From an optimization exercise on the open Yosys and OpenROAD flow, aimed at small area; shortcuts taken in it are not production practice. Only simulation tests tie the RTL to the original design; equivalence was not proved. Power is estimated from default activity; no workload was simulated.

## gpio_mux_ctrl
module gpio_mux_ctrl #(
   parameter int          NUM_TEAMS    = 12,
   parameter int          NUM_PINS     = 34,
   parameter logic [31:0] BASE_ADDR    = 32'h3000_0000,
   parameter int          BLANK_CYCLES = 4
) (
   input  logic                          wb_clk_i,
   input  logic                          wb_rst_ni,
   input  logic                          wbs_stb_i,
   input  logic                          wbs_cyc_i,
   input  logic                          wbs_we_i,
   input  logic [3:0]                    wbs_sel_i,
   input  logic [31:0]                   wbs_dat_i,
   input  logic [31:0]                   wbs_adr_i,
   output logic                          wbs_ack_o,
   output logic [31:0]                   wbs_dat_o,
   input  logic [NUM_TEAMS*NUM_PINS-1:0] designs_gpio_out,
   input  logic [NUM_TEAMS*NUM_PINS-1:0] designs_gpio_oeb,
   output logic [NUM_PINS-1:0]           gpio_out,
   output logic [NUM_PINS-1:0]           gpio_oeb,
   output logic                          busy_o
);
==> flow/config.mk <==
export PLATFORM = sky130hd
export DESIGN_NAME = gpio_mux_ctrl
export DESIGN_NICKNAME = gpio_mux_ctrl
export VERILOG_FILES = /design/flow/design.v
export SDC_FILE = /design/flow/constraint.sdc
export NUM_CORES = 4
export LEC_CHECK = 0
export CAP_MARGIN = 5
export CORE_AREA = 10 10 350 350
export DIE_AREA = 0 0 360 360
export SLEW_MARGIN = 5
export SYNTH_HIERARCHICAL = 1
==> flow/constraint.sdc <==
create_clock -name core_clock -period 7.0 [get_ports {wb_clk_i}]
set_input_delay 1.4000 -clock core_clock [delete_from_list [all_inputs] [get_ports {wb_clk_i}]]
set_output_delay 1.4000 -clock core_clock [all_outputs]
set_load 0.01 [all_outputs]
standard.sh (not shown) runs the stock make flow with config.mk's settings and CLKGATE_MAP_FILE= SYNTH_SCRIPT=/design/flow/synth_recipe.tcl, a recipe that flattens the netlist after the stock synthesis.
==> flow/flow/run.sh <==
#!/bin/bash
# Standard ORFS layout with four changes:
#  - after the standard synthesis, every combinational cell is given the
#    smallest-area variant of its family (the resizer upsizes where timing,
#    slew or load needs it); registers keep their cells;
#  - the port buffers are the smallest buffer (buf_1);
#  - the clock tree uses small clock buffers, sink clusters of at most 8 and
#    no dummy loads;
#  - the constant outputs share one tie cell (no tie fan-out repair).
set -euo pipefail
R=orfs/results/sky130hd/gpio_mux_ctrl/base
ARGS=('BUFFER_PORTS_ARGS=-buffer_cell sky130_fd_sc_hd__buf_1'
      'CTS_ARGS=-sink_clustering_enable -repair_clock_nets -dont_use_dummy_load -buf_list sky130_fd_sc_hd__clkbuf_4 -sink_clustering_size 8 -sink_clustering_max_diameter 50')
bash standard.sh "${ARGS[@]}" synth > log_synth.log 2>&1
python3 flow/downsize.py "$FLOW_HOME/platforms/sky130hd/lib/sky130_fd_sc_hd__tt_025C_1v80.lib" \
   "$R/1_2_yosys.v" > log_downsize.log 2>&1
rm -f "$R/1_synth.odb" "$R/1_synth.sdc"
bash standard.sh "${ARGS[@]}" SKIP_REPAIR_TIE_FANOUT=1 finish > log_finish.log 2>&1
Other scripts of this flow, unchanged in this note and not shown: flow/flow/downsize.py
The starting point ran to the end with no violations.
Next try:
--- a/flow/flow/run.sh
+++ b/flow/flow/run.sh
@@ -12,2 +12,3 @@
 ARGS=('BUFFER_PORTS_ARGS=-buffer_cell sky130_fd_sc_hd__buf_1'
+      'PLACE_PINS_ARGS=-min_distance 1 -min_distance_in_tracks'
       'CTS_ARGS=-sink_clustering_enable -repair_clock_nets -dont_use_dummy_load -buf_list sky130_fd_sc_hd__clkbuf_4 -sink_clustering_size 8 -sink_clustering_max_diameter 50')
--- a/flow/config.mk
+++ b/flow/config.mk
@@ -7,6 +7,6 @@
 export LEC_CHECK = 0
-export CAP_MARGIN = 5
-export CORE_AREA = 10 10 350 350
-export DIE_AREA = 0 0 360 360
-export SLEW_MARGIN = 5
+export CAP_MARGIN = 20
+export CORE_AREA = 6 6 294 294
+export DIE_AREA = 0 0 300 300
+export SLEW_MARGIN = 20
 export SYNTH_HIERARCHICAL = 1
- core utilization is higher by 8.0 points
- cell area is lower by 2.2%
- global-route usage is higher by 0.20 points
- die area is lower by 31%
- worst hold slack gets better by 0.0085 ns
- total power is lower by 1.2%
- count of clock-buffer cells in the layout is lower by 1
- setup slack gets better by 0.50 ns
Next try:
==> flow/flow/run.sh (replaced) <==
#!/bin/bash
# Standard ORFS layout with three changes:
#  - after the standard synthesis, every combinational cell is given the
#    smallest-area variant of its family (the resizer upsizes where timing,
#    slew or load needs it); registers keep their cells;
#  - the port buffers are the smallest buffer (buf_1);
#  - the clock tree uses small clock buffers, sink clusters of at most 8 and
#    no dummy loads.
set -euo pipefail
R=orfs/results/sky130hd/gpio_mux_ctrl/base
ARGS=('BUFFER_PORTS_ARGS=-buffer_cell sky130_fd_sc_hd__buf_1'
      'CTS_ARGS=-sink_clustering_enable -repair_clock_nets -dont_use_dummy_load -buf_list sky130_fd_sc_hd__clkbuf_4 -sink_clustering_size 10 -sink_clustering_max_diameter 40')
bash standard.sh "${ARGS[@]}" synth > log_synth.log 2>&1
python3 flow/downsize.py "$FLOW_HOME/platforms/sky130hd/lib/sky130_fd_sc_hd__tt_025C_1v80.lib" \
   "$R/1_2_yosys.v" > log_downsize.log 2>&1
rm -f "$R/1_synth.odb" "$R/1_synth.sdc"
bash standard.sh "${ARGS[@]}" finish > log_finish.log 2>&1
--- a/flow/config.mk
+++ b/flow/config.mk
@@ -8,4 +8,4 @@
 export CAP_MARGIN = 20
-export CORE_AREA = 6 6 294 294
-export DIE_AREA = 0 0 300 300
+export CORE_AREA = 10 10 350 350
+export DIE_AREA = 0 0 360 360
 export SLEW_MARGIN = 20
Routed wire length rises by 42%; synthesized area stays the same; register-to-register slack gets worse by 0.37 ns.
Next try:
--- a/flow/flow/run.sh
+++ b/flow/flow/run.sh
@@ -11,3 +11,3 @@
 ARGS=('BUFFER_PORTS_ARGS=-buffer_cell sky130_fd_sc_hd__buf_1'
-      'CTS_ARGS=-sink_clustering_enable -repair_clock_nets -dont_use_dummy_load -buf_list sky130_fd_sc_hd__clkbuf_4 -sink_clustering_size 10 -sink_clustering_max_diameter 40')
+      'CTS_ARGS=-sink_clustering_enable -repair_clock_nets -dont_use_dummy_load -buf_list sky130_fd_sc_hd__clkbuf_4 -sink_clustering_size 8 -sink_clustering_max_diameter 50')
 bash standard.sh "${ARGS[@]}" synth > log_synth.log 2>&1
@@ -16,2 +16,2 @@
 rm -f "$R/1_synth.odb" "$R/1_synth.sdc"
-bash standard.sh "${ARGS[@]}" finish > log_finish.log 2>&1
+bash standard.sh "${ARGS[@]}" SKIP_REPAIR_TIE_FANOUT=1 finish > log_finish.log 2>&1
The new run finished with timing, DRC and antenna clean.
Via count fell by 0.79%.
Worst setup slack gets worse by 0.076 ns.
Synthesized cell count is unchanged.
Area after synthesis does not change.
Non-clock buffer count fell by 18.
Final cell count fell by 0.78%.
Critical path depth does not change.
Hold slack gets better by 0.029 ns.
Clock-buffer cell count rose by 5.
Maximum frequency fell by 1.5%.
Core utilization fell by 0.10 points.
Next try:
--- a/flow/flow/run.sh
+++ b/flow/flow/run.sh
@@ -11,3 +11,3 @@
 ARGS=('BUFFER_PORTS_ARGS=-buffer_cell sky130_fd_sc_hd__buf_1'
-      'CTS_ARGS=-sink_clustering_enable -repair_clock_nets -dont_use_dummy_load -buf_list sky130_fd_sc_hd__clkbuf_4 -sink_clustering_size 8 -sink_clustering_max_diameter 50')
+      'CTS_ARGS=-sink_clustering_enable -repair_clock_nets -dont_use_dummy_load -buf_list sky130_fd_sc_hd__clkbuf_8 -sink_clustering_size 12 -sink_clustering_max_diameter 40')
 bash standard.sh "${ARGS[@]}" synth > log_synth.log 2>&1
@@ -16,2 +16,2 @@
 rm -f "$R/1_synth.odb" "$R/1_synth.sdc"
-bash standard.sh "${ARGS[@]}" SKIP_REPAIR_TIE_FANOUT=1 finish > log_finish.log 2>&1
+bash standard.sh "${ARGS[@]}" finish > log_finish.log 2>&1
=>
- routed wire length rises by 3.0%
- worst hold slack is worse by 0.021 ns
- core utilization grows by 0.33 points
- critical path depth does not change
- clock power rose by 26%
- combinational power rose by about 2%
- first-iteration DRC count increases by 3.1%
- worst setup slack improves by 0.23 ns
Next try:
--- a/flow/flow/run.sh
+++ b/flow/flow/run.sh
@@ -11,3 +11,6 @@
 ARGS=('BUFFER_PORTS_ARGS=-buffer_cell sky130_fd_sc_hd__buf_1'
-      'CTS_ARGS=-sink_clustering_enable -repair_clock_nets -dont_use_dummy_load -buf_list sky130_fd_sc_hd__clkbuf_8 -sink_clustering_size 12 -sink_clustering_max_diameter 40')
+      'CTS_ARGS=-sink_clustering_enable -repair_clock_nets -dont_use_dummy_load -buf_list sky130_fd_sc_hd__clkbuf_4 -sink_clustering_size 8 -sink_clustering_max_diameter 50')
+# Layout steps only (not synthesis): also keep the resizer off the largest
+# buffers and inverters.
+DONT_USE=(sky130_fd_sc_hd__probe_p_8 sky130_fd_sc_hd__probec_p_8 sky130_fd_sc_hd__lpflow_bleeder_1 sky130_fd_sc_hd__lpflow_clkbufkapwr_1 sky130_fd_sc_hd__lpflow_clkbufkapwr_16 sky130_fd_sc_hd__lpflow_clkbufkapwr_2 sky130_fd_sc_hd__lpflow_clkbufkapwr_4 sky130_fd_sc_hd__lpflow_clkbufkapwr_8 sky130_fd_sc_hd__lpflow_clkinvkapwr_1 sky130_fd_sc_hd__lpflow_clkinvkapwr_16 sky130_fd_sc_hd__lpflow_clkinvkapwr_2 sky130_fd_sc_hd__lpflow_clkinvkapwr_4 sky130_fd_sc_hd__lpflow_clkinvkapwr_8 sky130_fd_sc_hd__lpflow_decapkapwr_12 sky130_fd_sc_hd__lpflow_decapkapwr_3 sky130_fd_sc_hd__lpflow_decapkapwr_4 sky130_fd_sc_hd__lpflow_decapkapwr_6 sky130_fd_sc_hd__lpflow_decapkapwr_8 sky130_fd_sc_hd__lpflow_inputiso0n_1 sky130_fd_sc_hd__lpflow_inputiso0p_1 sky130_fd_sc_hd__lpflow_inputiso1n_1 sky130_fd_sc_hd__lpflow_inputiso1p_1 sky130_fd_sc_hd__lpflow_inputisolatch_1 sky130_fd_sc_hd__lpflow_isobufsrc_1 sky130_fd_sc_hd__lpflow_isobufsrc_16 sky130_fd_sc_hd__lpflow_isobufsrc_2 sky130_fd_sc_hd__lpflow_isobufsrc_4 sky130_fd_sc_hd__lpflow_isobufsrc_8 sky130_fd_sc_hd__lpflow_isobufsrckapwr_16 sky130_fd_sc_hd__lpflow_lsbuf_lh_hl_isowell_tap_1 sky130_fd_sc_hd__lpflow_lsbuf_lh_hl_isowell_tap_2 sky130_fd_sc_hd__lpflow_lsbuf_lh_hl_isowell_tap_4 sky130_fd_sc_hd__lpflow_lsbuf_lh_isowell_4 sky130_fd_sc_hd__lpflow_lsbuf_lh_isowell_tap_1 sky130_fd_sc_hd__lpflow_lsbuf_lh_isowell_tap_2 sky130_fd_sc_hd__lpflow_lsbuf_lh_isowell_tap_4 sky130_fd_sc_hd__fill_1 sky130_fd_sc_hd__fill_2 sky130_fd_sc_hd__fill_4 sky130_fd_sc_hd__fill_8 sky130_fd_sc_hd__buf_6 sky130_fd_sc_hd__buf_8 sky130_fd_sc_hd__buf_12 sky130_fd_sc_hd__buf_16 sky130_fd_sc_hd__bufinv_8 sky130_fd_sc_hd__bufinv_16 sky130_fd_sc_hd__inv_8 sky130_fd_sc_hd__inv_12 sky130_fd_sc_hd__inv_16 sky130_fd_sc_hd__clkinv_8 sky130_fd_sc_hd__clkinv_16)
 bash standard.sh "${ARGS[@]}" synth > log_synth.log 2>&1
@@ -16,2 +19,2 @@
 rm -f "$R/1_synth.odb" "$R/1_synth.sdc"
-bash standard.sh "${ARGS[@]}" finish > log_finish.log 2>&1
+bash standard.sh "${ARGS[@]}" "DONT_USE_CELLS=${DONT_USE[*]}" finish > log_finish.log 2>&1
After rerunning:
- global-route usage barely changes
- design area falls by 0.86%
- die area is unchanged
- worst setup slack got worse by 0.30 ns
- sequential power stays flat
- hold slack gains 0.028 ns
- critical path depth does not change
- core utilization is lower by 0.19 points
- non-clock buffer count drops by 3

==> what the ideal ports hide <==
How much do the figures lean on ideal ports? The routed layouts below were timed once more, with nothing changed but the port constraints. Step 1 sets driving cells, clkbuf_16 on the clock port and buf_2 on the other inputs (assumed; they add their load-dependent delay and slew). Step 2 times the ports against the registers' clock, not the clock port: input delays grow and output delays shrink by t, the midpoint of the rising clock arrivals with the driver on. Slacks: ideal / step 1 / step 2; pairs: ideal / step 1.
run | t (ns) | slack for setup (ns) | worst hold slack (ns) | worst setup path after step 2 | cell pins on the clock port's net
the first run | 0.786 | 2.046 / 1.986 / 1.901 | 0.396 / 0.396 / 0.396 | input to register | 1
the second run | 0.776 | 2.548 / 2.494 / 2.372 | 0.404 / 0.404 / 0.404 | input to register | 1
the third run | 0.812 | 2.049 / 1.978 / 2.187 | 0.371 / 0.371 / 0.371 | input to register | 1
the fourth run | 0.790 | 1.973 / 1.916 / 1.614 | 0.400 / 0.400 / 0.400 | input to register | 1
the fifth run | 0.677 | 2.207 / 2.135 / 2.255 | 0.379 / 0.379 / 0.379 | input to register | 1
the sixth run | 0.741 | 1.905 / 1.834 / 1.915 | 0.408 / 0.408 / 0.408 | input to register | 1
After both steps every run listed still meets setup and hold. For the fourth run, which loses most, drivers alone change the setup slack by -0.057 ns; drivers and shift together by -0.359 ns.
